What follows belongs to an exercise in optimizing a design on an open flow for a short achievable clock period and few clock cycles; a production flow would make more cautious choices. Only simulation tests tie the RTL to the original design; equivalence was not proved.

$ cat flow/design.v
`timescale 1ns/1ns
package armPkg;
	typedef logic [31:0] wordT;
	typedef logic [3:0] regAddrT;
	typedef logic [3:0] flagsT;
	typedef logic [3:0] condT;
	localparam int mulRows = 4;
endpackage
`timescale 1ns/1ns
import armPkg::*;
module alu (
	input  armPkg::wordT a,
	input  armPkg::wordT b,
	input  logic         isSub,
	input  logic         opArith,
	input  logic         opAnd,
	input  logic         opOrr,
	input  logic         opEor,
	output armPkg::wordT result,
	output logic         cOut,
	output logic         vOut
);
	armPkg::wordT bx;
	logic [32:0]  sum;
	assign bx  = b ^ {32{isSub}};
	assign sum = {1'b0, a} + {1'b0, bx} + {32'd0, isSub};
	assign result = ({32{opArith}} & sum[31:0])
		| ({32{opAnd}} & (a & b))
		| ({32{opOrr}} & (a | b))
		| ({32{opEor}} & (a ^ b));
	assign cOut = sum[32];
	assign vOut = ~(a[31] ^ bx[31]) & (a[31] ^ sum[31]);
endmodule
module mulStage1 (
	input  logic [31:0] a,
	input  logic [31:0] b,
	output logic [3:0][31:0] rows
);
	logic [31:0] pp0;
	assign pp0 = a & {32{b[0]}};
	logic [31:0] pp1;
	assign pp1 = {a[30:0] & {31{b[1]}}, 1'b0};
	logic [31:0] pp2;
	assign pp2 = {a[29:0] & {30{b[2]}}, 2'b0};
	logic [31:0] pp3;
	assign pp3 = {a[28:0] & {29{b[3]}}, 3'b0};
	logic [31:0] pp4;
	assign pp4 = {a[27:0] & {28{b[4]}}, 4'b0};
	logic [31:0] pp5;
	assign pp5 = {a[26:0] & {27{b[5]}}, 5'b0};
	logic [31:0] pp6;
	assign pp6 = {a[25:0] & {26{b[6]}}, 6'b0};
	logic [31:0] pp7;
	assign pp7 = {a[24:0] & {25{b[7]}}, 7'b0};
	logic [31:0] pp8;
	assign pp8 = {a[23:0] & {24{b[8]}}, 8'b0};
	logic [31:0] pp9;
	assign pp9 = {a[22:0] & {23{b[9]}}, 9'b0};
	logic [31:0] pp10;
	assign pp10 = {a[21:0] & {22{b[10]}}, 10'b0};
	logic [31:0] pp11;
	assign pp11 = {a[20:0] & {21{b[11]}}, 11'b0};
	logic [31:0] pp12;
	assign pp12 = {a[19:0] & {20{b[12]}}, 12'b0};
	logic [31:0] pp13;
	assign pp13 = {a[18:0] & {19{b[13]}}, 13'b0};
	logic [31:0] pp14;
	assign pp14 = {a[17:0] & {18{b[14]}}, 14'b0};
	logic [31:0] pp15;
	assign pp15 = {a[16:0] & {17{b[15]}}, 15'b0};
	logic [31:0] pp16;
	assign pp16 = {a[15:0] & {16{b[16]}}, 16'b0};
	logic [31:0] pp17;
	assign pp17 = {a[14:0] & {15{b[17]}}, 17'b0};
	logic [31:0] pp18;
	assign pp18 = {a[13:0] & {14{b[18]}}, 18'b0};
	logic [31:0] pp19;
	assign pp19 = {a[12:0] & {13{b[19]}}, 19'b0};
	logic [31:0] pp20;
	assign pp20 = {a[11:0] & {12{b[20]}}, 20'b0};
	logic [31:0] pp21;
	assign pp21 = {a[10:0] & {11{b[21]}}, 21'b0};
	logic [31:0] pp22;
	assign pp22 = {a[9:0] & {10{b[22]}}, 22'b0};
	logic [31:0] pp23;
	assign pp23 = {a[8:0] & {9{b[23]}}, 23'b0};
	logic [31:0] pp24;
	assign pp24 = {a[7:0] & {8{b[24]}}, 24'b0};
	logic [31:0] pp25;
	assign pp25 = {a[6:0] & {7{b[25]}}, 25'b0};
	logic [31:0] pp26;
	assign pp26 = {a[5:0] & {6{b[26]}}, 26'b0};
	logic [31:0] pp27;
	assign pp27 = {a[4:0] & {5{b[27]}}, 27'b0};
	logic [31:0] pp28;
	assign pp28 = {a[3:0] & {4{b[28]}}, 28'b0};
	logic [31:0] pp29;
	assign pp29 = {a[2:0] & {3{b[29]}}, 29'b0};
	logic [31:0] pp30;
	assign pp30 = {a[1:0] & {2{b[30]}}, 30'b0};
	logic [31:0] pp31;
	assign pp31 = {a[0:0] & {1{b[31]}}, 31'b0};
	logic [31:0] s1l0_s0, s1l0_c0;
	assign s1l0_s0 = pp0 ^ pp1 ^ pp2;
	assign s1l0_c0 = {((pp0[30:0] & pp1[30:0]) | (pp0[30:0] & pp2[30:0]) | (pp1[30:0] & pp2[30:0])), 1'b0};
	logic [31:0] s1l0_s1, s1l0_c1;
	assign s1l0_s1 = pp3 ^ pp4 ^ pp5;
	assign s1l0_c1 = {((pp3[30:0] & pp4[30:0]) | (pp3[30:0] & pp5[30:0]) | (pp4[30:0] & pp5[30:0])), 1'b0};
	logic [31:0] s1l0_s2, s1l0_c2;
	assign s1l0_s2 = pp6 ^ pp7 ^ pp8;
	assign s1l0_c2 = {((pp6[30:0] & pp7[30:0]) | (pp6[30:0] & pp8[30:0]) | (pp7[30:0] & pp8[30:0])), 1'b0};
	logic [31:0] s1l0_s3, s1l0_c3;
	assign s1l0_s3 = pp9 ^ pp10 ^ pp11;
	assign s1l0_c3 = {((pp9[30:0] & pp10[30:0]) | (pp9[30:0] & pp11[30:0]) | (pp10[30:0] & pp11[30:0])), 1'b0};
	logic [31:0] s1l0_s4, s1l0_c4;
	assign s1l0_s4 = pp12 ^ pp13 ^ pp14;
	assign s1l0_c4 = {((pp12[30:0] & pp13[30:0]) | (pp12[30:0] & pp14[30:0]) | (pp13[30:0] & pp14[30:0])), 1'b0};
	logic [31:0] s1l0_s5, s1l0_c5;
	assign s1l0_s5 = pp15 ^ pp16 ^ pp17;
	assign s1l0_c5 = {((pp15[30:0] & pp16[30:0]) | (pp15[30:0] & pp17[30:0]) | (pp16[30:0] & pp17[30:0])), 1'b0};
	logic [31:0] s1l0_s6, s1l0_c6;
	assign s1l0_s6 = pp18 ^ pp19 ^ pp20;
	assign s1l0_c6 = {((pp18[30:0] & pp19[30:0]) | (pp18[30:0] & pp20[30:0]) | (pp19[30:0] & pp20[30:0])), 1'b0};
	logic [31:0] s1l0_s7, s1l0_c7;
	assign s1l0_s7 = pp21 ^ pp22 ^ pp23;
	assign s1l0_c7 = {((pp21[30:0] & pp22[30:0]) | (pp21[30:0] & pp23[30:0]) | (pp22[30:0] & pp23[30:0])), 1'b0};
	logic [31:0] s1l0_s8, s1l0_c8;
	assign s1l0_s8 = pp24 ^ pp25 ^ pp26;
	assign s1l0_c8 = {((pp24[30:0] & pp25[30:0]) | (pp24[30:0] & pp26[30:0]) | (pp25[30:0] & pp26[30:0])), 1'b0};
	logic [31:0] s1l0_s9, s1l0_c9;
	assign s1l0_s9 = pp27 ^ pp28 ^ pp29;
	assign s1l0_c9 = {((pp27[30:0] & pp28[30:0]) | (pp27[30:0] & pp29[30:0]) | (pp28[30:0] & pp29[30:0])), 1'b0};
	logic [31:0] s1l1_s0, s1l1_c0;
	assign s1l1_s0 = s1l0_s0 ^ s1l0_c0 ^ s1l0_s1;
	assign s1l1_c0 = {((s1l0_s0[30:0] & s1l0_c0[30:0]) | (s1l0_s0[30:0] & s1l0_s1[30:0]) | (s1l0_c0[30:0] & s1l0_s1[30:0])), 1'b0};
	logic [31:0] s1l1_s1, s1l1_c1;
	assign s1l1_s1 = s1l0_c1 ^ s1l0_s2 ^ s1l0_c2;
	assign s1l1_c1 = {((s1l0_c1[30:0] & s1l0_s2[30:0]) | (s1l0_c1[30:0] & s1l0_c2[30:0]) | (s1l0_s2[30:0] & s1l0_c2[30:0])), 1'b0};
	logic [31:0] s1l1_s2, s1l1_c2;
	assign s1l1_s2 = s1l0_s3 ^ s1l0_c3 ^ s1l0_s4;
	assign s1l1_c2 = {((s1l0_s3[30:0] & s1l0_c3[30:0]) | (s1l0_s3[30:0] & s1l0_s4[30:0]) | (s1l0_c3[30:0] & s1l0_s4[30:0])), 1'b0};
	logic [31:0] s1l1_s3, s1l1_c3;
	assign s1l1_s3 = s1l0_c4 ^ s1l0_s5 ^ s1l0_c5;
	assign s1l1_c3 = {((s1l0_c4[30:0] & s1l0_s5[30:0]) | (s1l0_c4[30:0] & s1l0_c5[30:0]) | (s1l0_s5[30:0] & s1l0_c5[30:0])), 1'b0};
	logic [31:0] s1l1_s4, s1l1_c4;
	assign s1l1_s4 = s1l0_s6 ^ s1l0_c6 ^ s1l0_s7;
	assign s1l1_c4 = {((s1l0_s6[30:0] & s1l0_c6[30:0]) | (s1l0_s6[30:0] & s1l0_s7[30:0]) | (s1l0_c6[30:0] & s1l0_s7[30:0])), 1'b0};
	logic [31:0] s1l1_s5, s1l1_c5;
	assign s1l1_s5 = s1l0_c7 ^ s1l0_s8 ^ s1l0_c8;
	assign s1l1_c5 = {((s1l0_c7[30:0] & s1l0_s8[30:0]) | (s1l0_c7[30:0] & s1l0_c8[30:0]) | (s1l0_s8[30:0] & s1l0_c8[30:0])), 1'b0};
	logic [31:0] s1l1_s6, s1l1_c6;
	assign s1l1_s6 = s1l0_s9 ^ s1l0_c9 ^ pp30;
	assign s1l1_c6 = {((s1l0_s9[30:0] & s1l0_c9[30:0]) | (s1l0_s9[30:0] & pp30[30:0]) | (s1l0_c9[30:0] & pp30[30:0])), 1'b0};
	logic [31:0] s1l2_s0, s1l2_c0;
	assign s1l2_s0 = s1l1_s0 ^ s1l1_c0 ^ s1l1_s1;
	assign s1l2_c0 = {((s1l1_s0[30:0] & s1l1_c0[30:0]) | (s1l1_s0[30:0] & s1l1_s1[30:0]) | (s1l1_c0[30:0] & s1l1_s1[30:0])), 1'b0};
	logic [31:0] s1l2_s1, s1l2_c1;
	assign s1l2_s1 = s1l1_c1 ^ s1l1_s2 ^ s1l1_c2;
	assign s1l2_c1 = {((s1l1_c1[30:0] & s1l1_s2[30:0]) | (s1l1_c1[30:0] & s1l1_c2[30:0]) | (s1l1_s2[30:0] & s1l1_c2[30:0])), 1'b0};
	logic [31:0] s1l2_s2, s1l2_c2;
	assign s1l2_s2 = s1l1_s3 ^ s1l1_c3 ^ s1l1_s4;
	assign s1l2_c2 = {((s1l1_s3[30:0] & s1l1_c3[30:0]) | (s1l1_s3[30:0] & s1l1_s4[30:0]) | (s1l1_c3[30:0] & s1l1_s4[30:0])), 1'b0};
	logic [31:0] s1l2_s3, s1l2_c3;
	assign s1l2_s3 = s1l1_c4 ^ s1l1_s5 ^ s1l1_c5;
	assign s1l2_c3 = {((s1l1_c4[30:0] & s1l1_s5[30:0]) | (s1l1_c4[30:0] & s1l1_c5[30:0]) | (s1l1_s5[30:0] & s1l1_c5[30:0])), 1'b0};
	logic [31:0] s1l2_s4, s1l2_c4;
	assign s1l2_s4 = s1l1_s6 ^ s1l1_c6 ^ pp31;
	assign s1l2_c4 = {((s1l1_s6[30:0] & s1l1_c6[30:0]) | (s1l1_s6[30:0] & pp31[30:0]) | (s1l1_c6[30:0] & pp31[30:0])), 1'b0};
	logic [31:0] s1l3_s0, s1l3_c0;
	assign s1l3_s0 = s1l2_s0 ^ s1l2_c0 ^ s1l2_s1;
	assign s1l3_c0 = {((s1l2_s0[30:0] & s1l2_c0[30:0]) | (s1l2_s0[30:0] & s1l2_s1[30:0]) | (s1l2_c0[30:0] & s1l2_s1[30:0])), 1'b0};
	logic [31:0] s1l3_s1, s1l3_c1;
	assign s1l3_s1 = s1l2_c1 ^ s1l2_s2 ^ s1l2_c2;
	assign s1l3_c1 = {((s1l2_c1[30:0] & s1l2_s2[30:0]) | (s1l2_c1[30:0] & s1l2_c2[30:0]) | (s1l2_s2[30:0] & s1l2_c2[30:0])), 1'b0};
	logic [31:0] s1l3_s2, s1l3_c2;
	assign s1l3_s2 = s1l2_s3 ^ s1l2_c3 ^ s1l2_s4;
	assign s1l3_c2 = {((s1l2_s3[30:0] & s1l2_c3[30:0]) | (s1l2_s3[30:0] & s1l2_s4[30:0]) | (s1l2_c3[30:0] & s1l2_s4[30:0])), 1'b0};
	logic [31:0] s1l4_s0, s1l4_c0;
	assign s1l4_s0 = s1l3_s0 ^ s1l3_c0 ^ s1l3_s1;
	assign s1l4_c0 = {((s1l3_s0[30:0] & s1l3_c0[30:0]) | (s1l3_s0[30:0] & s1l3_s1[30:0]) | (s1l3_c0[30:0] & s1l3_s1[30:0])), 1'b0};
	logic [31:0] s1l4_s1, s1l4_c1;
	assign s1l4_s1 = s1l3_c1 ^ s1l3_s2 ^ s1l3_c2;
	assign s1l4_c1 = {((s1l3_c1[30:0] & s1l3_s2[30:0]) | (s1l3_c1[30:0] & s1l3_c2[30:0]) | (s1l3_s2[30:0] & s1l3_c2[30:0])), 1'b0};
	logic [31:0] s1l5_s0, s1l5_c0;
	assign s1l5_s0 = s1l4_s0 ^ s1l4_c0 ^ s1l4_s1;
	assign s1l5_c0 = {((s1l4_s0[30:0] & s1l4_c0[30:0]) | (s1l4_s0[30:0] & s1l4_s1[30:0]) | (s1l4_c0[30:0] & s1l4_s1[30:0])), 1'b0};
	assign rows[0] = s1l5_s0;
	assign rows[1] = s1l5_c0;
	assign rows[2] = s1l4_c1;
	assign rows[3] = s1l2_c4;
endmodule
module mulStage2 (
	input  logic [3:0][31:0] rows,
	output logic [31:0] product
);
	logic [31:0] s2l0_s0, s2l0_c0;
	assign s2l0_s0 = rows[0] ^ rows[1] ^ rows[2];
	assign s2l0_c0 = {((rows[0][30:0] & rows[1][30:0]) | (rows[0][30:0] & rows[2][30:0]) | (rows[1][30:0] & rows[2][30:0])), 1'b0};
	logic [31:0] s2l1_s0, s2l1_c0;
	assign s2l1_s0 = s2l0_s0 ^ s2l0_c0 ^ rows[3];
	assign s2l1_c0 = {((s2l0_s0[30:0] & s2l0_c0[30:0]) | (s2l0_s0[30:0] & rows[3][30:0]) | (s2l0_c0[30:0] & rows[3][30:0])), 1'b0};
	assign product = s2l1_s0 + s2l1_c0;
endmodule
`timescale 1ns/1ns
import armPkg::*;
module regFile (
	input  logic            clk,
	input  logic            we,
	input  armPkg::regAddrT wa,
	input  armPkg::wordT    wd,
	input  logic [15:0]     selA,
	input  logic [15:0]     selB,
	input  armPkg::wordT    r15,
	output armPkg::wordT    rdA,
	output armPkg::wordT    rdB
);
	logic [14:0][31:0] regs;
	always_ff @(posedge clk) begin
		for (int i = 0; i < 15; i++) begin
			if (we && (wa == 4'(i))) begin
				regs[i] <= wd;
			end
		end
	end
	always_comb begin
		rdA = {32{selA[15]}} & r15;
		rdB = {32{selB[15]}} & r15;
		for (int i = 0; i < 15; i++) begin
			rdA = rdA | ({32{selA[i]}} & regs[i]);
			rdB = rdB | ({32{selB[i]}} & regs[i]);
		end
	end
endmodule
`timescale 1ns/1ns
import armPkg::*;
module datapath (
	input  logic         clk,
	input  logic         reset,
	input  armPkg::wordT readData,
	output armPkg::wordT adr,
	output armPkg::wordT writeData,
	output logic         memWrite
);
	armPkg::wordT adrQ;
	armPkg::wordT fpcQ;
	armPkg::wordT wdQ;
	logic         fetchQ;
	logic         memWQ;
	logic         vD;
	armPkg::wordT irD;
	armPkg::wordT pc8D;
	armPkg::regAddrT raD, rbD;
	logic [15:0]     selAD, selBD;
	logic            skV;
	armPkg::wordT    irS;
	armPkg::wordT    pc8S;
	armPkg::regAddrT raS, rbS;
	logic [15:0]     selAS, selBS;
	localparam int btbN = 4;
	logic [btbN-1:0]         btbV;
	logic [btbN-1:0][29:0]   btbTag;
	logic [btbN-1:0][31:0]   btbTgt;
	logic [1:0]              btbPtr;
	logic                    pTD, pTS;
	logic [btbN-1:0]         pVD, pVS, pVE;
	armPkg::wordT            pcD, pcS;
	logic            vE;
	logic            brChkE;
	logic            predE;
	armPkg::wordT    altE;
	logic            mulPhE;
	logic            isMulE;
	logic            isLoadE;
	logic            wrE;
	logic            sE;
	logic            pcwE;
	logic            cvE;
	logic            subE;
	logic            arithE;
	logic            andE;
	logic            orrE;
	logic            eorE;
	armPkg::regAddrT destE;
	armPkg::condT    condFE;
	armPkg::wordT    aE;
	armPkg::wordT    bE;
	logic [armPkg::mulRows-1:0][31:0] mulRowsE;
	armPkg::flagsT flags;
	assign adr       = adrQ;
	assign writeData = wdQ;
	assign memWrite  = memWQ;
	logic isBD, isMemD, isLoadD, isStoreD, isMulD, isDpD, isAlD;
	logic subD, arithD, andD, orrD, eorD, cvD;
	controlFsm u_dec (
		.instr   (irD),
		.isB     (isBD),
		.isMem   (isMemD),
		.isLoad  (isLoadD),
		.isStore (isStoreD),
		.isMul   (isMulD),
		.isDp    (isDpD),
		.isAl    (isAlD),
		.opSub   (subD),
		.opArith (arithD),
		.opAnd   (andD),
		.opOrr   (orrD),
		.opEor   (eorD),
		.setsCv  (cvD)
	);
	armPkg::regAddrT rnD, rdD, rsD, rmD;
	assign rnD = irD[19:16];
	assign rdD = irD[15:12];
	assign rsD = irD[11:8];
	assign rmD = irD[3:0];
	armPkg::wordT rfA, rfB;
	armPkg::wordT resE;
	logic         wrEnE;
	logic         condE;
	logic         stallE;
	logic         redirE;
	regFile u_regFile (
		.clk  (clk),
		.we   (wrEnE),
		.wa   (destE),
		.wd   (resE),
		.selA (selAD),
		.selB (selBD),
		.r15  (pc8D),
		.rdA  (rfA),
		.rdB  (rfB)
	);
	logic hitA, hitB;
	assign hitA = wrEnE & (destE == raD);
	assign hitB = wrEnE & (destE == rbD);
	armPkg::wordT opA, opB, stData;
	assign opA    = hitA ? resE : rfA;
	assign stData = hitB ? resE : rfB;
	assign opB    = (irD[25] & ~isMulD) ? {24'd0, irD[7:0]} : stData;
	armPkg::wordT memAdrD;
	assign memAdrD = rfA + {20'd0, irD[11:0]};
	logic isPcImmD, isBrD;
	assign isPcImmD = isDpD & irD[25] & arithD & ~subD & ~irD[20] & (rnD == 4'd15) & (rdD == 4'd15);
	assign isBrD    = isBD | isPcImmD;
	armPkg::wordT brTgtD;
	assign brTgtD = pc8D + (isBD ? {{6{irD[23]}}, irD[23:0], 2'b00} : {24'd0, irD[7:0]});
	logic condD;
	condUnit u_condD (
		.cond   (irD[31:28]),
		.flags  (flags),
		.condEx (condD)
	);
	logic flagsPend, specD, predD, fixD, stallD, advD, takeD, redirD, memGoD, exGoD;
	armPkg::wordT pc4D, idTgtD;
	assign flagsPend = vE & sE & condE;
	assign specD  = isBrD & ~isAlD & flagsPend;
	assign predD  = pTD | (isBD & irD[23]);
	assign fixD   = vD & pTD & ~isBD;
	assign stallD = stallE | fixD
		| (isMemD & ~isAlD & flagsPend)
		| (isMemD & hitA);
	assign advD   = vD & ~stallD & ~redirE;
	assign takeD  = specD ? predD : condD;
	assign redirD = (advD & isBrD & (takeD ^ pTD)) | (fixD & ~redirE);
	assign pc4D   = pcD + 32'd4;
	assign idTgtD = pTD ? pc4D : brTgtD;
	assign memGoD = advD & isMemD & condD;
	assign exGoD  = advD & ((isDpD & ~isPcImmD) | isMulD | (isLoadD & condD) | specD);
	armPkg::wordT aluRes, mulRes;
	logic         aluC, aluV;
	alu u_alu (
		.a       (aE),
		.b       (bE),
		.isSub   (subE),
		.opArith (arithE),
		.opAnd   (andE),
		.opOrr   (orrE),
		.opEor   (eorE),
		.result  (aluRes),
		.cOut    (aluC),
		.vOut    (aluV)
	);
	logic [armPkg::mulRows-1:0][31:0] mulRowsN;
	mulStage1 u_mul1 (
		.a    (aE),
		.b    (bE),
		.rows (mulRowsN)
	);
	mulStage2 u_mul2 (
		.rows    (mulRowsE),
		.product (mulRes)
	);
	condUnit u_condE (
		.cond   (condFE),
		.flags  (flags),
		.condEx (condE)
	);
	assign resE   = isLoadE ? readData : (isMulE ? mulRes : aluRes);
	assign stallE = vE & isMulE & ~mulPhE;
	assign wrEnE  = vE & wrE & condE & ~stallE;
	logic brMissE;
	assign brMissE = vE & brChkE & (condE ^ predE);
	assign redirE  = (vE & pcwE & condE) | brMissE;
	armPkg::wordT redirTgtE;
	assign redirTgtE = brChkE ? altE : aluRes;
	logic flagWE;
	logic nE, zE;
	assign flagWE = vE & sE & condE & ~stallE;
	assign nE = isMulE ? mulRes[31] : aluRes[31];
	assign zE = isMulE ? (mulRes == '0) : (aluRes == '0);
	always_ff @(posedge clk or posedge reset) begin
		if (reset) begin
			flags <= '0;
		end else if (flagWE) begin
			flags[3:2] <= {nE, zE};
			if (cvE) begin
				flags[1:0] <= {aluC, aluV};
			end
		end
	end
	logic         fetchOK, dFree, acceptF;
	armPkg::wordT fpcInc;
	armPkg::wordT seqPc;
	assign fetchOK = fetchQ & ~redirE & ~redirD;
	assign dFree   = ~vD | advD;
	assign acceptF = fetchOK & (dFree | ~skV);
	assign fpcInc  = fpcQ + 32'd4;
	logic [btbN-1:0] btbHitF;
	logic            pTF;
	armPkg::wordT    btbTgtF;
	always_comb begin
		btbTgtF = '0;
		for (int i = 0; i < btbN; i++) begin
			btbHitF[i] = btbV[i] & (btbTag[i] == fpcQ[31:2]);
			btbTgtF    = btbTgtF | ({32{btbHitF[i]}} & btbTgt[i]);
		end
	end
	assign pTF   = |btbHitF;
	assign seqPc = acceptF ? (pTF ? btbTgtF : fpcInc) : fpcQ;
	logic btbIns;
	assign btbIns = advD & isBD & takeD & ~pTD;
	always_ff @(posedge clk or posedge reset) begin
		if (reset) begin
			btbV   <= '0;
			btbPtr <= '0;
		end else begin
			btbV <= btbV
				& ~(brMissE ? pVE : '0)
				& ~((advD & isBD & pTD & ~takeD) ? pVD : '0);
			if (btbIns) begin
				btbV[btbPtr] <= 1'b1;
				btbPtr       <= btbPtr + 1'b1;
			end
		end
	end
	always_ff @(posedge clk) begin
		if (btbIns) begin
			btbTag[btbPtr] <= pcD[31:2];
			btbTgt[btbPtr] <= brTgtD;
		end
	end
	always_ff @(posedge clk or posedge reset) begin
		if (reset) begin
			adrQ   <= '0;
			fpcQ   <= '0;
			fetchQ <= 1'b1;
			memWQ  <= 1'b0;
			vD     <= 1'b0;
			skV    <= 1'b0;
		end else begin
			memWQ <= 1'b0;
			if (redirE | (redirD & ~fixD)) begin
				vD  <= 1'b0;
				skV <= 1'b0;
			end else if (fixD) begin
				skV <= 1'b0;
			end else if (dFree) begin
				vD  <= skV | fetchOK;
				skV <= skV & fetchOK;
			end else begin
				skV <= skV | fetchOK;
			end
			if (redirE) begin
				adrQ   <= redirTgtE;
				fpcQ   <= redirTgtE;
				fetchQ <= 1'b1;
			end else if (redirD) begin
				adrQ   <= idTgtD;
				fpcQ   <= idTgtD;
				fetchQ <= 1'b1;
			end else if (memGoD) begin
				adrQ   <= memAdrD;
				fpcQ   <= seqPc;
				fetchQ <= 1'b0;
				memWQ  <= isStoreD;
			end else begin
				adrQ   <= seqPc;
				fpcQ   <= seqPc;
				fetchQ <= 1'b1;
			end
		end
	end
	logic            mulF, storeF;
	armPkg::regAddrT raF, rbF;
	assign mulF   = (readData[27:21] == 7'd0) & (readData[7:4] == 4'b1001);
	assign storeF = (readData[27:26] == 2'b01) & ~readData[20];
	assign raF    = mulF ? readData[3:0] : readData[19:16];
	assign rbF    = storeF ? readData[15:12] : (mulF ? readData[11:8] : readData[3:0]);
	armPkg::wordT pc8F;
	logic [15:0]  selAF, selBF;
	assign pc8F  = fpcQ + 32'd8;
	assign selAF = 16'd1 << raF;
	assign selBF = 16'd1 << rbF;
	always_ff @(posedge clk) begin
		if (acceptF) begin
			irS   <= readData;
			pcS   <= fpcQ;
			pTS   <= pTF;
			pVS   <= btbHitF;
			pc8S  <= pc8F;
			raS   <= raF;
			rbS   <= rbF;
			selAS <= selAF;
			selBS <= selBF;
		end
		if (dFree) begin
			pcD   <= skV ? pcS : fpcQ;
			pTD   <= skV ? pTS : pTF;
			pVD   <= skV ? pVS : btbHitF;
		end else if (fixD) begin
			pTD   <= 1'b0;
		end
		if (dFree) begin
			irD   <= skV ? irS : readData;
			pc8D  <= skV ? pc8S : pc8F;
			raD   <= skV ? raS : raF;
			rbD   <= skV ? rbS : rbF;
			selAD <= skV ? selAS : selAF;
			selBD <= skV ? selBS : selBF;
		end
		wdQ <= stData;
	end
	always_ff @(posedge clk or posedge reset) begin
		if (reset) begin
			vE     <= 1'b0;
			mulPhE <= 1'b0;
		end else begin
			vE     <= stallE | exGoD;
			mulPhE <= stallE;
		end
	end
	always_ff @(posedge clk) begin
		mulRowsE <= mulRowsN;
		if (!stallE) begin
			aE      <= opA;
			bE      <= opB;
			isMulE  <= isMulD;
			brChkE  <= isBrD;
			predE   <= predD;
			altE    <= predD ? pc4D : brTgtD;
			pVE     <= pVD;
			isLoadE <= isLoadD;
			condFE  <= isLoadD ? 4'b1110 : irD[31:28];
			sE      <= irD[20] & ~isMemD & ~isBD;
			wrE     <= isLoadD | isMulD | (isDpD & (rdD != 4'd15));
			pcwE    <= isDpD & ~isPcImmD & (rdD == 4'd15);
			destE   <= isMulD ? rnD : rdD;
			cvE     <= cvD & ~isMulD;
			subE    <= subD & ~isMulD;
			arithE  <= arithD | isMulD;
			andE    <= andD & ~isMulD;
			orrE    <= orrD & ~isMulD;
			eorE    <= eorD & ~isMulD;
		end
	end
endmodule
`timescale 1ns/1ns
import armPkg::*;
module condUnit (
	input  armPkg::condT  cond,
	input  armPkg::flagsT flags,
	output logic          condEx
);
	logic neg;
	logic zero;
	logic carry;
	logic overflow;
	logic ge;
	assign {neg, zero, carry, overflow} = flags;
	assign ge = (neg == overflow);
	always_comb begin
		case (cond)
			4'd0:    condEx = zero;
			4'd1:    condEx = ~zero;
			4'd2:    condEx = carry;
			4'd3:    condEx = ~carry;
			4'd4:    condEx = neg;
			4'd5:    condEx = ~neg;
			4'd6:    condEx = overflow;
			4'd7:    condEx = ~overflow;
			4'd8:    condEx = carry & ~zero;
			4'd9:    condEx = ~(carry & ~zero);
			4'd10:   condEx = ge;
			4'd11:   condEx = ~ge;
			4'd12:   condEx = ~zero & ge;
			4'd13:   condEx = ~(~zero & ge);
			4'd14:   condEx = 1'b1;
			default: condEx = 1'b0;
		endcase
	end
endmodule
`timescale 1ns/1ns
import armPkg::*;
module controlFsm (
	input  armPkg::wordT instr,
	output logic         isB,
	output logic         isMem,
	output logic         isLoad,
	output logic         isStore,
	output logic         isMul,
	output logic         isDp,
	output logic         isAl,
	output logic         opSub,
	output logic         opArith,
	output logic         opAnd,
	output logic         opOrr,
	output logic         opEor,
	output logic         setsCv
);
	logic [1:0] op;
	logic [3:0] cmd;
	assign op  = instr[27:26];
	assign cmd = instr[24:21];
	assign isB     = op[1];
	assign isMem   = ~op[1] & op[0];
	assign isLoad  = isMem & instr[20];
	assign isStore = isMem & ~instr[20];
	assign isMul   = (op == 2'b00) & ~instr[25] & (cmd == 4'b0000) & (instr[7:4] == 4'b1001);
	assign isDp    = (op == 2'b00) & ~isMul;
	assign isAl    = (instr[31:28] == 4'b1110);
	assign opAnd   = (cmd == 4'b0000);
	assign opOrr   = (cmd == 4'b1100);
	assign opEor   = (cmd == 4'b0001);
	assign opSub   = (cmd == 4'b0010);
	assign opArith = ~(opAnd | opOrr | opEor);
	assign setsCv  = opArith;
endmodule
`timescale 1ns/1ns
import armPkg::*;
module armTop (
	input  logic         clk,
	input  logic         reset,
	input  armPkg::wordT readData,
	output armPkg::wordT writeData,
	output armPkg::wordT adr,
	output logic         memWrite
);
	datapath u_datapath (
		.clk       (clk),
		.reset     (reset),
		.readData  (readData),
		.adr       (adr),
		.writeData (writeData),
		.memWrite  (memWrite)
	);
endmodule
$ cat flow/flow/run.sh
#!/bin/bash
set -euo pipefail
bash standard.sh synth > synth.log 2>&1
bash standard.sh SETUP_SLACK_MARGIN=9 finish > layout.log 2>&1
$ cat flow/standard.sh
#!/bin/bash
# synth_recipe.tcl (not shown) runs the flow's synth.tcl, then flattens the netlist and writes it again
# the make line also repeats each setting of config.mk as NAME=value (left out here)
make -C /OpenROAD-flow-scripts/flow DESIGN_CONFIG=/design/flow/config.mk WORK_HOME=/design/flow/orfs CLKGATE_MAP_FILE= SYNTH_SCRIPT=/design/flow/synth_recipe.tcl "${@:-finish}"
$ cat flow/config.mk
export PLATFORM = sky130hd
export DESIGN_NAME = armTop
export DESIGN_NICKNAME = armTop
export VERILOG_FILES = /design/flow/design.v
export SDC_FILE = /design/flow/constraint.sdc
export NUM_CORES = 4
export LEC_CHECK = 0
export ABC_CLOCK_PERIOD_IN_PS = 4000
export CAP_MARGIN = 20
export CORE_MARGIN = 2
export CORE_UTILIZATION = 40
export SLEW_MARGIN = 20
$ cat flow/constraint.sdc
create_clock -name core_clock -period 13.0 [get_ports {clk}]
set_input_delay 2.6000 -clock core_clock [delete_from_list [all_inputs] [get_ports {clk}]]
set_output_delay 2.6000 -clock core_clock [all_outputs]
set_load 0.01 [all_outputs]
==> flow_summary.yaml, run 1 <==
drt:
  viasPerCell: 6.44
  drt_first_pass_iters: 9
  wl_per_cell_um: 33.8
  drtIter0Drc: 11012
  drc_errors: 0
  ant_nets: 0
  wl_um: 351000
  vias: 66860
worst_setup_path:
  worstPathRequired_ns: 13.74
  cp_top_family: "adder cells"
  timing.rr.start: "u_datapath.bE[20]$_SDFFCE_PP0N_"
  cp_max_fo: 4
  path_buf_inv: 3
  crit_start: "u_datapath.bE[20]$_SDFFCE_PP0N_"
  path_cells: "clkinvlp_4 -> nor2_1 -> fa_1 -> fa_1 -> inv_1 -> fa_2 -> fa_1 -> inv_2 -> fa_2 -> xnor2_2 -> xnor2_2 -> xnor2_1 -> xnor2_1 -> xnor2_1 -> xnor2_1"
  arrival_ns: 5.18
  critPathKind: "reg2reg"
  critPathSlowestCell: "fa_1"
  end_kind: "register"
  max_stage_delay_ns: 0.56
  crit_top_cell: "xnor2_1"
  start_kind: "register"
logic_synthesis:
  netlist.area_leader.share: 0.423
  syn_nets: 7804
  syn_area_per_cell_um2: 11.3
  yosys.cell_types.count: 106
  synth_seq_area_share: 0.473
  syn-instance-count: 7090
  synth_ff_type: "edfxtp_1"
  ys_ff_latch: 1305
  synth_edf_count: 1125
  ys_warn_count: 3
  synthesis.area_um2: 79800
  yosysTopAreaCell: "edfxtp_1"
  synth.area.top_cells: "edfxtp_1 (42%), fa_1 (10%), ha_1 (4.1%)"
  synthArstFlopShare: 0.0613
cells_and_area:
  nets: 8324
  drive_above_1_share: 0.255
  n_fill_cell: 17370
  area_delta_synth_final_pct: 24.1
global_routing:
  grt_start_max_net_pins: 102
  grt_remaining_overflow: 0
  antenna_found_initial: 26
  grt_pass1_wl_um: 481000
  gr-usage-all-layers: 0.331
  grt_pass1_vias: 63562
min_path:
  min-delay-start: "u_datapath.pVD[0]$_DFFE_PP_"
  hp-class: "reg2reg"
floorplan:
  io_pins: 99
  initial_utilization: 0.404
  core_um2: 198000
  die_area_um2: 203000
  die_x_um: 451
  num_rows: 163
  die_h_um: 451
sta:
  hold_violations: 0
  relSlewSlack: 0.193
  rsz0062_at_grt: "true"
  totalNegativeSetupSlack_ns: 0
  fmax_mhz: 225
  drv_slew: 0
  fin_crit_ns: 4.44
  fin_ws_ns: 8.56
  finalSetupViolCount: 0
  fin_crit_sh: 0.342
  worstMarginPinSlew_ns: 1.21
  skew_ns: 0.0618
placed_design:
  hpwlAfterDp_um: 224000
  io_buffers: 98
  place_ws_ns: 7.42
  gp_congestion: 0.974
clock_tree:
  cts_tree: "built"
  clk_latency_ns: 0.86
  cts_buffer_depth: 3
  cts-buffers-inserted: 148
  cts_sinks: 1305
  ctsRootBufferMaster: "clkbuf_16"
  path_clk_slew_ns: 0.07
  h-tree-depth: 4
outcome:
  status: "complete, no violations"
flow_run:
  cap_violations: 0
-- per-stage QoR --
step | instances | hold WS, ns | util | instance area, um^2
after global placement | 9574 | 0.431 | 0.425 | 84200
final | 10385 | 0.446 | 0.501 | 99000
after CTS | 10154 | 0.449 | 0.479 | 94700
after floorplan | 7090 | 0.420 | - | 80500
after global routing | 10375 | 0.468 | 0.500 | 99000
after detailed placement | 9574 | 0.445 | 0.425 | 84200
-- synth_stat cells, types with 57 or more instances --
master / n
edfxtp_1: 1125
nand3_1: 108
nand4_1: 117
o22ai_1: 131
a21oi_1: 181
buf_1: 64
ha_1: 263
nor2_1: 594
a221oi_1: 138
dfxtp_1: 100
a22oi_1: 339
mux2_2: 142
inv_1: 656
nand2_1: 505
dfrtp_1: 79
nor3_1: 67
xor2_1: 120
clkbuf_1: 305
xnor2_1: 258
fa_1: 417
a22o_1: 143
o21ai_0: 182
mux2i_1: 124
buf_2: 57
o2bb2ai_1: 114
-- path summary, 6_finish.rpt --
| check | to | slack, ns | cells after the start |
|---|---|---|---|
| hold / removal | u_datapath.pVE[0]$_DFFE_PN_ | 0.45 | 0 |
| setup reg to reg | u_datapath.mulRowsE[31]$_DFF_P_ | 8.56 | 15 |
| hold reg to reg | u_datapath.pVE[0]$_DFFE_PN_ | 0.45 | 0 |
| min in group asynchronous | u_datapath.adrQ[14]$_DFF_PP0_ | 2.10 | 2 |
| max in group asynchronous | u_datapath.fpcQ[12]$_DFF_PP0_ | 9.42 | 3 |
| setup / recovery | u_datapath.mulRowsE[31]$_DFF_P_ | 8.56 | 15 |
-- cell type report --
class                           instances  area [um^2]  area share
Antenna cell                           15         37.5    0.000379
Sequential cell                      1305        37900       0.383
Tap cell                             2640         3300      0.0334
Clock buffer                          196         3980      0.0401
Inverter                              679         2950      0.0298
Clock inverter                         74          857     0.00865
Multi-Input combinational cell       4672        41600       0.420
Timing Repair inverter                 10         87.6    0.000884
Timing Repair Buffer                  794         8310      0.0839
-- repair_timing --
action / CTS / global route
gates resized for setup: 1052 / 556
hold buffers: 0 / 0
cloned: 18 / 18
pin swaps: 189 / 253
setup buffers: 292 / 197
setup endpoints to repair: 1729 / 937
-- registers in the layout, indices dropped and copies added (netlist names), 16 cells and up --
name,flops
u_datapath.pc8D,29
u_datapath.altE,32
u_datapath.btbTag,120
u_datapath.selAD,16
u_datapath.selBS,16
u_datapath.btbTgt,128
u_datapath.mulRowsE,68
u_datapath.selAS,16
u_datapath.fpcQ,32
u_datapath.adrQ,32
u_datapath.pc8S,29
u_datapath.wdQ,32
u_datapath.irS,32
u_datapath.selBD,16
u_datapath.pcD,32
u_datapath.pcS,32
u_datapath.u_regFile.regs,480
u_datapath.aE,32
u_datapath.bE,32
u_datapath.irD,32
-- placed cells by master (no fill, tap or decap), drive strengths merged, types with 47 or more instances in the layout --
| master | n |
|---|---|
| edfxtp | 1125 |
| buf | 740 |
| inv | 647 |
| nor2 | 596 |
| nand2 | 506 |
| fa | 417 |
| a22oi | 339 |
| ha | 263 |
| xnor2 | 258 |
| clkbuf | 211 |
| o21ai | 198 |
| a21oi | 182 |
| a22o | 143 |
| mux2 | 143 |
| a221oi | 140 |
| o22ai | 131 |
| mux2i | 125 |
| xor2 | 120 |
| nand4 | 117 |
| o2bb2ai | 114 |
| nand3 | 108 |
| dfxtp | 100 |
| dfrtp | 79 |
| nor3 | 69 |
| clkinv | 65 |
| and2 | 49 |
| o211ai | 48 |
| nand2b | 48 |
| o31ai | 47 |
-- logic make-up (layout without fill, tap and decap cells) --
| logic type | count (synthesis) | count (layout) | share of synthesized area |
|---|---|---|---|
| buffers and inverters | 1114 | 1753 | 0.0539 |
| flip-flops | 1305 | 1305 | 0.473 |
| other | 0 | 15 | 0 |
| AND/OR/NAND/NOR | 1698 | 1699 | 0.0989 |
| AO/OA/AOI/OAI | 1646 | 1646 | 0.150 |
| multiplexers | 269 | 269 | 0.0363 |
| adder cells (fa/ha/maj) | 680 | 680 | 0.146 |
| XOR/XNOR | 378 | 378 | 0.0415 |
-- routing by layer --
layer,share of wire,wire length [um],up-vias,GRT usage
li1,-,-,26893,-
met1,0.35,125000,33193,0.419
met2,0.42,147000,5417,0.482
met3,0.14,48100,1341,0.104
met4,0.089,31100,16,0.226
met5,0.00030,104,-,0
Testbench counts, summed over its fixed seeds: cycles 139,155.
==> run 2, diff against run 1 <==
--- a/flow/design.v
+++ b/flow/design.v
@@ -4,7 +4,7 @@
 	typedef logic [3:0] regAddrT;
 	typedef logic [3:0] flagsT;
 	typedef logic [3:0] condT;
-	localparam int mulRows = 4;
+	localparam int mulRows = 5;
 endpackage
 `timescale 1ns/1ns
 import armPkg::*;
@@ -18,7 +18,8 @@
 	input  logic         opEor,
 	output armPkg::wordT result,
 	output logic         cOut,
-	output logic         vOut
+	output logic         vOut,
+	output logic         zArith
 );
 	armPkg::wordT bx;
 	logic [32:0]  sum;
@@ -28,13 +29,18 @@
 		| ({32{opAnd}} & (a & b))
 		| ({32{opOrr}} & (a | b))
 		| ({32{opEor}} & (a ^ b));
+	logic [31:0] hs;
+	logic [31:0] kin;
+	assign hs     = a ^ bx;
+	assign kin    = {a[30:0] | bx[30:0], isSub};
+	assign zArith = (hs == kin);
 	assign cOut = sum[32];
 	assign vOut = ~(a[31] ^ bx[31]) & (a[31] ^ sum[31]);
 endmodule
 module mulStage1 (
 	input  logic [31:0] a,
 	input  logic [31:0] b,
-	output logic [3:0][31:0] rows
+	output logic [4:0][31:0] rows
 );
 	logic [31:0] pp0;
 	assign pp0 = a & {32{b[0]}};
@@ -181,16 +187,14 @@
 	logic [31:0] s1l4_s1, s1l4_c1;
 	assign s1l4_s1 = s1l3_c1 ^ s1l3_s2 ^ s1l3_c2;
 	assign s1l4_c1 = {((s1l3_c1[30:0] & s1l3_s2[30:0]) | (s1l3_c1[30:0] & s1l3_c2[30:0]) | (s1l3_s2[30:0] & s1l3_c2[30:0])), 1'b0};
-	logic [31:0] s1l5_s0, s1l5_c0;
-	assign s1l5_s0 = s1l4_s0 ^ s1l4_c0 ^ s1l4_s1;
-	assign s1l5_c0 = {((s1l4_s0[30:0] & s1l4_c0[30:0]) | (s1l4_s0[30:0] & s1l4_s1[30:0]) | (s1l4_c0[30:0] & s1l4_s1[30:0])), 1'b0};
-	assign rows[0] = s1l5_s0;
-	assign rows[1] = s1l5_c0;
-	assign rows[2] = s1l4_c1;
-	assign rows[3] = s1l2_c4;
+	assign rows[0] = s1l4_s0;
+	assign rows[1] = s1l4_c0;
+	assign rows[2] = s1l4_s1;
+	assign rows[3] = s1l4_c1;
+	assign rows[4] = s1l2_c4;
 endmodule
 module mulStage2 (
-	input  logic [3:0][31:0] rows,
+	input  logic [4:0][31:0] rows,
 	output logic [31:0] product
 );
 	logic [31:0] s2l0_s0, s2l0_c0;
@@ -199,7 +203,10 @@
 	logic [31:0] s2l1_s0, s2l1_c0;
 	assign s2l1_s0 = s2l0_s0 ^ s2l0_c0 ^ rows[3];
 	assign s2l1_c0 = {((s2l0_s0[30:0] & s2l0_c0[30:0]) | (s2l0_s0[30:0] & rows[3][30:0]) | (s2l0_c0[30:0] & rows[3][30:0])), 1'b0};
-	assign product = s2l1_s0 + s2l1_c0;
+	logic [31:0] s2l2_s0, s2l2_c0;
+	assign s2l2_s0 = s2l1_s0 ^ s2l1_c0 ^ rows[4];
+	assign s2l2_c0 = {((s2l1_s0[30:0] & s2l1_c0[30:0]) | (s2l1_s0[30:0] & rows[4][30:0]) | (s2l1_c0[30:0] & rows[4][30:0])), 1'b0};
+	assign product = s2l2_s0 + s2l2_c0;
 endmodule
 `timescale 1ns/1ns
 import armPkg::*;
@@ -366,7 +373,7 @@
 	assign memGoD = advD & isMemD & condD;
 	assign exGoD  = advD & ((isDpD & ~isPcImmD) | isMulD | (isLoadD & condD) | specD);
 	armPkg::wordT aluRes, mulRes;
-	logic         aluC, aluV;
+	logic         aluC, aluV, aluZa;
 	alu u_alu (
 		.a       (aE),
 		.b       (bE),
@@ -377,7 +384,8 @@
 		.opEor   (eorE),
 		.result  (aluRes),
 		.cOut    (aluC),
-		.vOut    (aluV)
+		.vOut    (aluV),
+		.zArith  (aluZa)
 	);
 	logic [armPkg::mulRows-1:0][31:0] mulRowsN;
 	mulStage1 u_mul1 (
@@ -406,7 +414,7 @@
 	logic nE, zE;
 	assign flagWE = vE & sE & condE & ~stallE;
 	assign nE = isMulE ? mulRes[31] : aluRes[31];
-	assign zE = isMulE ? (mulRes == '0) : (aluRes == '0);
+	assign zE = isMulE ? (mulRes == '0) : (arithE ? aluZa : (aluRes == '0));
 	always_ff @(posedge clk or posedge reset) begin
 		if (reset) begin
 			flags <= '0;
==> run 2 against run 1 <==
Clock skew up 0.0069 ns; sequential share of layout area up 0.52 points; area after synthesis up 0.68%; register-to-register slack worse by 0.12 ns; core utilization down 0.62 points; wire length up 1.9%; critical path depth up 1; die area up 0.67%; synthesized cell count up 0.73%; cell count down 0.77%.
==> flow_summary.yaml, run 2 <==
cells_and_area:
  n_fill_cell: 17439
  nets: 8257
  largest_reg_flops: 480
  finish.instance_area_um2: 98700
  reg_top3: "u_datapath.u_regFile.regs x480, u_datapath.btbTgt x128, u_datapath.btbTag x120"
  area_delta_synth_final_pct: 22.8
  final_common_cell: "edfxtp_1"
  final_cell_mix: "edfxtp_1 (1125), inv_1 (565), nor2_1 (545), nand2_1 (493), fa_1 (397)"
  top_register: "u_datapath.u_regFile.regs"
  drive_above_1_share: 0.225
floorplan:
  die_h_um: 452
  core_um2: 200000
  num_rows: 164
  io_pins: 99
  die_x_um: 452
  die_area_um2: 205000
  initial_utilization: 0.403
logic_synthesis:
  synthArstFlopShare: 0.0605
  synthesis.area_um2: 80400
  yosys.cell_types.count: 90
  ys_warn_count: 3
  synth_ff_type: "edfxtp_1"
  syn_area_per_cell_um2: 11.3
  synth_edf_count: 1125
  netlist.area_leader.share: 0.420
  synth_seq_area_share: 0.475
  synth.most_common_cell: "edfxtp_1"
  syn_nets: 7887
  ys_ff_latch: 1323
  synth.area.top_cells: "edfxtp_1 (42%), fa_1 (10%), ha_1 (4.6%)"
  yosysTopAreaCell: "edfxtp_1"
  synthTopCellsByCount: "edfxtp_1 (1125), inv_1 (638), nor2_1 (599)"
  syn-instance-count: 7142
worst_setup_path:
  reg2reg_slack_ns: 8.44
  start_kind: "register"
  timing.rr.start: "u_datapath.mulRowsE[15]$_DFF_P_"
  rr_worst_depth: 16
  cp_max_fo: 2
  end_kind: "register"
  r2r-end: "u_datapath.bE[30]$_SDFFCE_PP0N_"
  worstPathRequired_ns: 13.64
  path_cells: "fa_1 -> ha_4 -> ha_4 -> ha_4 -> a211o_1 -> a211o_1 -> a31o_4 -> a41oi_4 -> o21ai_2 -> a221oi_2 -> buf_4 -> o21ai_4 -> nor4b_4 -> a2111o_2 -> mux2_4 -> and2_4"
  crit_top_cell: "ha_4"
  arrival_ns: 5.20
  max_stage_delay_ns: 0.58
  critPathKind: "reg2reg"
  critPathSlowestCell: "fa_1"
sta:
  drv_slew: 0
  fmax_mhz: 219
  relSlewSlack: 0.228
  rsz0062_at_grt: "true"
  fin_crit_sh: 0.351
  hold_violations: 0
  totalNegativeSetupSlack_ns: 0
  fin_crit_ns: 4.56
  worstMarginPinSlew_ns: 1.16
  finalSetupViolCount: 0
  skew_ns: 0.0687
  whs_ns: 0.466
drt:
  drc_errors: 0
  ant_nets: 0
  drtIter0Drc: 11684
  vias: 66796
  drt_first_pass_iters: 9
  wl_per_cell_um: 34.7
  wl_um: 358000
  viasPerCell: 6.48
placed_design:
  io_buffers: 98
  placed_area_um2: 84900
  gp_congestion: 1.01
  hpwlAfterDp_um: 234000
global_routing:
  grt_pass1_vias: 64206
  gr-usage-all-layers: 0.339
  antenna_found_initial: 23
  grt_start_max_net_pins: 94
  grt_remaining_overflow: 0
  grt_pass1_wl_um: 492000
clock_tree:
  cts-buffers-inserted: 152
  path_clk_slew_ns: 0.06
  cts_buffer_depth: 3
  h-tree-depth: 4
  cts_tree: "built"
  cts_sinks: 1323
  ctsRootBufferMaster: "clkbuf_16"
  clk_latency_ns: 0.89
min_path:
  min-delay-start: "u_datapath.pVD[3]$_DFFE_PP_"
  hp-class: "reg2reg"
  min_to: "u_datapath.pVE[3]$_DFFE_PN_"
  hold_path_depth: 0
outcome:
  status: "complete, no violations"
flow_run:
  cap_violations: 0
[run 2: how the worst max path moves through the flow]
stage                                            to                       startpoint  cells after the start  slack, ns
floorplan              u_datapath.btbV[0]$_DFF_PP0_          u_datapath.vE$_DFF_PP0_                      7      -0.36
global placement      u_datapath.selAD[4]$_DFFE_PP_                     readData[21]                      6       6.79
detailed placement    u_datapath.selAD[4]$_DFFE_PP_                     readData[21]                      6       6.85
CTS                 u_datapath.bE[30]$_SDFFCE_PP0N_  u_datapath.mulRowsE[79]$_DFF_P_                     16       8.56
global route        u_datapath.bE[30]$_SDFFCE_PP0N_  u_datapath.mulRowsE[15]$_DFF_P_                     16       8.37
finish              u_datapath.bE[30]$_SDFFCE_PP0N_  u_datapath.mulRowsE[15]$_DFF_P_                     16       8.44
[run 2: logic make-up (layout without fill, tap and decap cells)]
| kind of cell | count (synthesis) | after routing | synth area share |
|---|---|---|---|
| simple gates | 1757 | 1762 | 0.101 |
| other cells | 0 | 12 | 0 |
| flops | 1323 | 1323 | 0.475 |
| compound gates | 1584 | 1584 | 0.143 |
| fa+ha+maj | 711 | 711 | 0.150 |
| xor+xnor | 409 | 409 | 0.0446 |
| mux | 266 | 266 | 0.0356 |
| buf+inv | 1092 | 1582 | 0.0513 |
[run 2: through the flow]
stage | setup WS (ns) | util | instances
after global placement | 6.79 | 0.425 | 9658
final | 8.44 | 0.494 | 10305
after CTS | 8.56 | 0.480 | 10184
after floorplan | -0.360 | - | 7142
after global routing | 8.37 | 0.494 | 10298
after detailed placement | 6.85 | 0.425 | 9658
[run 2: what timing repair did]
| action | 4_1_cts | 5_1_grt |
|---|---|---|
| endpoints found under the setup margin | 1446 | 682 |
| gates cloned | 21 | 11 |
| pin swaps | 159 | 176 |
| resized for setup | 1064 | 387 |
| setup buffers | 226 | 97 |
| hold buffers | 0 | 0 |
[run 2: per-layer routing]
metal	track usage	wire, um
met3	0.110	47800
met4	0.227	29100
met1	0.433	131000
met2	0.489	150000
met5	0	64
[run 2: worst max-delay path, delay by kind of cell (launching register included)]
family          cells  cell delay [ns]
fa+ha+maj           4             1.25
flops               1             0.32
mux                 1             0.30
compound gates      8             1.95
simple gates        2             0.29
buf+inv             1             0.20
[run 2: final cells by class]
class | count | area, um^2 | share of cell area
multi-input cells | 4732 | 42400 | 0.430
well taps | 2656 | 3320 | 0.0337
clock inverters | 87 | 1280 | 0.0130
clock buffers | 192 | 4080 | 0.0413
diodes | 12 | 30.0 | 0.000304
flip-flops and latches | 1323 | 38300 | 0.388
repair inverters | 7 | 50.0 | 0.000507
repair buffers | 641 | 6570 | 0.0666
inverters | 655 | 2680 | 0.0272
Testbench counts of run 2, summed over its fixed seeds: cycles 139,155.

static timing again, ports no longer ideal:
No port has a modelled driver above. Below, the same layouts with a new extraction and two added sets of constraints. Step 1 sets driving cells, clkbuf_16 on the clock port and buf_2 on the other inputs (assumed; they add their load-dependent delay and slew). Step 2 moves the port delays by t, midway between the first and last clock arrival at a register: inputs arrive t later, outputs are due t later. That takes back most of the time a late clock gives input paths. a / b / c = ideal / step 1 / step 2; a / b = the first two.
run	t, ns	setup slack, ns	hold WS [ns]	slew at the worst register clock pin (ns)	worst slew at a driven data input, ns
run 1	0.926	8.560 / 8.560 / 8.185	0.446 / 0.446 / 0.446	0.07 / 0.07	0.24
run 2	0.934	8.440 / 8.440 / 8.004	0.466 / 0.466 / 0.466	0.07 / 0.07	0.20
After both steps every run listed still meets setup and hold. For run 2, which loses most, drivers alone change the setup slack by 0.000 ns; drivers and shift together by -0.436 ns.
